What follows belongs to an exercise in optimizing a design on an open flow for small area, a short achievable clock period and few clock cycles; a production flow would make more cautious choices. Only simulation tests tie the RTL to the original design; equivalence was not proved.

Setup of maple:
Design magnetometer_frame_heading, start of the top module:
module magnetometer_frame_heading (
	input  logic                                 clk,
	input  logic                                 arst_n,
	input  logic                                 in_valid,
	output logic                                 in_stall,
	input  logic                                 command,
	input  logic [7:0]                           rx_byte,
	output logic                                 out_valid,
	input  logic                                 out_stall,
	output logic                                 send_request,
	output logic                                 frame_done,
	output logic                                 frame_ok,
	output logic [mfh_pkg::DEG_W-1:0]            heading_deg,
	output logic [mfh_pkg::DEG_W-1:0]            tilt_xz_deg,
	output logic [mfh_pkg::DEG_W-1:0]            tilt_yz_deg,
	output logic signed [mfh_pkg::VAL_W-1:0]     field_x,
	output logic signed [mfh_pkg::VAL_W-1:0]     field_y,
	output logic signed [mfh_pkg::VAL_W-1:0]     field_z,
	input  logic                                 cfg_we,
	input  logic [0:0]                           cfg_index,
	input  logic [mfh_pkg::CFG_W-1:0]            cfg_data
);
export LEC_CHECK = 0
export ABC_AREA = 1
export CAP_MARGIN = 20
export CORE_MARGIN = 2
export CORE_UTILIZATION = 45
export PLACE_DENSITY = 0.7
export SETUP_SLACK_MARGIN = 3.5
export SLEW_MARGIN = 20
create_clock -name core_clock -period 7.5 [get_ports {clk}]
run.sh (not shown) runs the stock make flow with config.mk's settings and CLKGATE_MAP_FILE= SYNTH_SCRIPT=/design/flow/synth_recipe.tcl, a recipe that flattens the netlist after the stock synthesis.
Testbench counts of maple, summed over its fixed seeds: cycles 7,288.
diff inputs: maple => willow
- an added CTS_BUF_LIST of sky130_fd_sc_hd__clkbuf_4 sky130_fd_sc_hd__clkbuf_8
- a deleted PLACE_DENSITY that had been 0.7
Results
Diff maple..willow | initial core utilization | negligible
| post-route fraction of the period consumed by the critical path | willow vs maple | 1.5 points lower |
Comparing willow and maple, number of buffers inserted during clock tree synthesis is lower on maple.
Per the comparison of willow with maple, worst-case setup margin in the final layout climbed 0.11 ns, required time at the endpoint of the critical path rose 0.07 ns, residual antenna-violating net count after detailed routing now sits at about the same level.
Taking maple as the reference, in willow area added between synthesis and finish moved down, cell area after layout moved down, relative area of non-clock buffer cells in the final design dropped 0.56 points.
Summary: with maple as the reference, number of vias in the routed layout in willow moved down slightly.
### willow -> yarrow
- SETUP_SLACK_MARGIN now 3.25, was 3.5
- CTS_BUF_LIST no longer set, was sky130_fd_sc_hd__clkbuf_4 sky130_fd_sc_hd__clkbuf_8
Findings:
The final-layout fill cell count of yarrow exceeds that of willow by 89. [compare] base=willow new=yarrow: layout overhead on the synthesized area shows a reduction of 3.7 points; wire length reported by the detailed router shows a reduction of 3400 microns; layout clock buffer count shows a reduction of 53. The highest metal layer with signal wires comes out met4 in one run and met5 in the other, namely in yarrow and willow respectively.
For raven, these inputs were changed with respect to yarrow:
- changing CORE_UTILIZATION from 45 to 35
- changing SETUP_SLACK_MARGIN from 3.25 to 3.5
### Flow results
Across both runs, first-iteration DRC count was higher for raven than for yarrow.
In raven the post-cts resize count turned out 73 higher than in yarrow.
When the final numbers for yarrow and raven were put side by side, the worst slack at placement turned out to be smaller in yarrow.
First-pass GRT wire length | raven above yarrow
Summary — final worst-path cycle share, raven relative to yarrow: lower, by 2.2 points.

Starting RTL as in the previous note.
Design magnetometer_frame_heading, start of the top module:
module magnetometer_frame_heading (
	input  logic                                 clk,
	input  logic                                 arst_n,
	input  logic                                 in_valid,
	output logic                                 in_stall,
	input  logic                                 command,
	input  logic [7:0]                           rx_byte,
	output logic                                 out_valid,
	input  logic                                 out_stall,
	output logic                                 send_request,
	output logic                                 frame_done,
	output logic                                 frame_ok,
	output logic [mfh_pkg::DEG_W-1:0]            heading_deg,
	output logic [mfh_pkg::DEG_W-1:0]            tilt_xz_deg,
	output logic [mfh_pkg::DEG_W-1:0]            tilt_yz_deg,
	output logic signed [mfh_pkg::VAL_W-1:0]     field_x,
	output logic signed [mfh_pkg::VAL_W-1:0]     field_y,
	output logic signed [mfh_pkg::VAL_W-1:0]     field_z,
	input  logic                                 cfg_we,
	input  logic [0:0]                           cfg_index,
	input  logic [mfh_pkg::CFG_W-1:0]            cfg_data
);
make LEC_CHECK=0 ABC_AREA=1 CAP_MARGIN=20 CORE_MARGIN=2 CORE_UTILIZATION=45 GPL_ROUTABILITY_DRIVEN=0 SETUP_SLACK_MARGIN=3.5 SLEW_MARGIN=20 finish   # period 7.5 ns
Testbench counts at the start, summed over its fixed seeds: cycles 7,288.
==> next run, changes <==
Settings changed: GPL_ROUTABILITY_DRIVEN 0 to not set, GPL_TIMING_DRIVEN set to 0.
Result: The changed run finished with timing, DRC and antenna clean. Critical path depth increases by 7. Cell count came out higher by about 3%. Final area rises by about 4%. Clock-buffer cell count decreases by 9. Clock skew increases by 13 ps.
==> next run, changes <==
Settings changed: CTS_BUF_LIST set to sky130_fd_sc_hd__clkbuf_8, GPL_TIMING_DRIVEN 0 to not set.
Clock skew went up by 4.0 ps.
First-iteration DRC count fell by roughly a tenth.
Global-route usage fell by 2.9 points.
Count of clock-buffer cells in the layout climbs by 35.
Setup slack improves by 67 ps.
==> next run, changes <==
Settings changed: CORE_UTILIZATION 45 to 55, CTS_BUF_LIST sky130_fd_sc_hd__clkbuf_8 to not set.
The changed run passed the timing, design-rule and antenna checks. Via count is higher slightly. Count of clock-buffer cells in the layout is lower by 27. Synthesized cell count is unchanged. Final cell count is lower by a few percent.
==> next run, changes <==
Settings changed: CORE_UTILIZATION 55 to 45, CTS_BUF_LIST set to sky130_fd_sc_hd__clkbuf_2 sky130_fd_sc_hd__clkbuf_4 sky130_fd_sc_hd__clkbuf_8.
What happened: Global-route usage drops by 5.3 points; final area is about the same; die area climbs by 22%; utilization drops by 12 points; routed wire length is about the same.

==> afterwards: timing with drivers on the ports <==
How much do the figures lean on ideal ports? The routed layouts below were timed once more, with nothing changed but the port constraints. Step 1 sets driving cells, clkbuf_16 on the clock port and buf_2 on the other inputs (assumed; they add their load-dependent delay and slew). Step 2 times the ports against the registers' clock, not the clock port: input delays grow and output delays shrink by t, the midpoint of the rising clock arrivals with the driver on. Three values: ideal, step 1, step 2; two values: the first two.
| run | t (ns) | slack for setup (ns) | clock arrival spread, ns | worst data-port slew with drivers (ns) |
|---|---|---|---|---|
| maple | 0.658 | 3.551 / 3.551 / 3.053 | 0.024 / 0.024 | 0.05 |
| willow | 0.746 | 3.660 / 3.660 / 3.011 | 0.034 / 0.033 | 0.05 |
| yarrow | 0.674 | 3.385 / 3.385 / 2.757 | 0.036 / 0.036 | 0.05 |
| raven | 0.694 | 3.550 / 3.579 / 2.885 | 0.036 / 0.036 | 0.08 |
| the first run of note 2 | 0.671 | 3.593 / 3.593 / 2.973 | 0.020 / 0.020 | 0.06 |
| the second run of note 2 | 0.665 | 3.540 / 3.540 / 3.081 | 0.033 / 0.033 | 0.04 |
| the third run of note 2 | 0.741 | 3.607 / 3.642 / 2.901 | 0.039 / 0.038 | 0.05 |
| the fourth run of note 2 | 0.663 | 3.592 / 3.592 / 3.086 | 0.023 / 0.023 | 0.05 |
| the fifth run of note 2 | 0.746 | 3.660 / 3.660 / 3.011 | 0.034 / 0.033 | 0.05 |
After both steps every run listed still meets setup and hold. The setup slack of the third run of note 2, which loses most, moves by +0.035 ns with the drivers and by -0.706 ns with both steps.
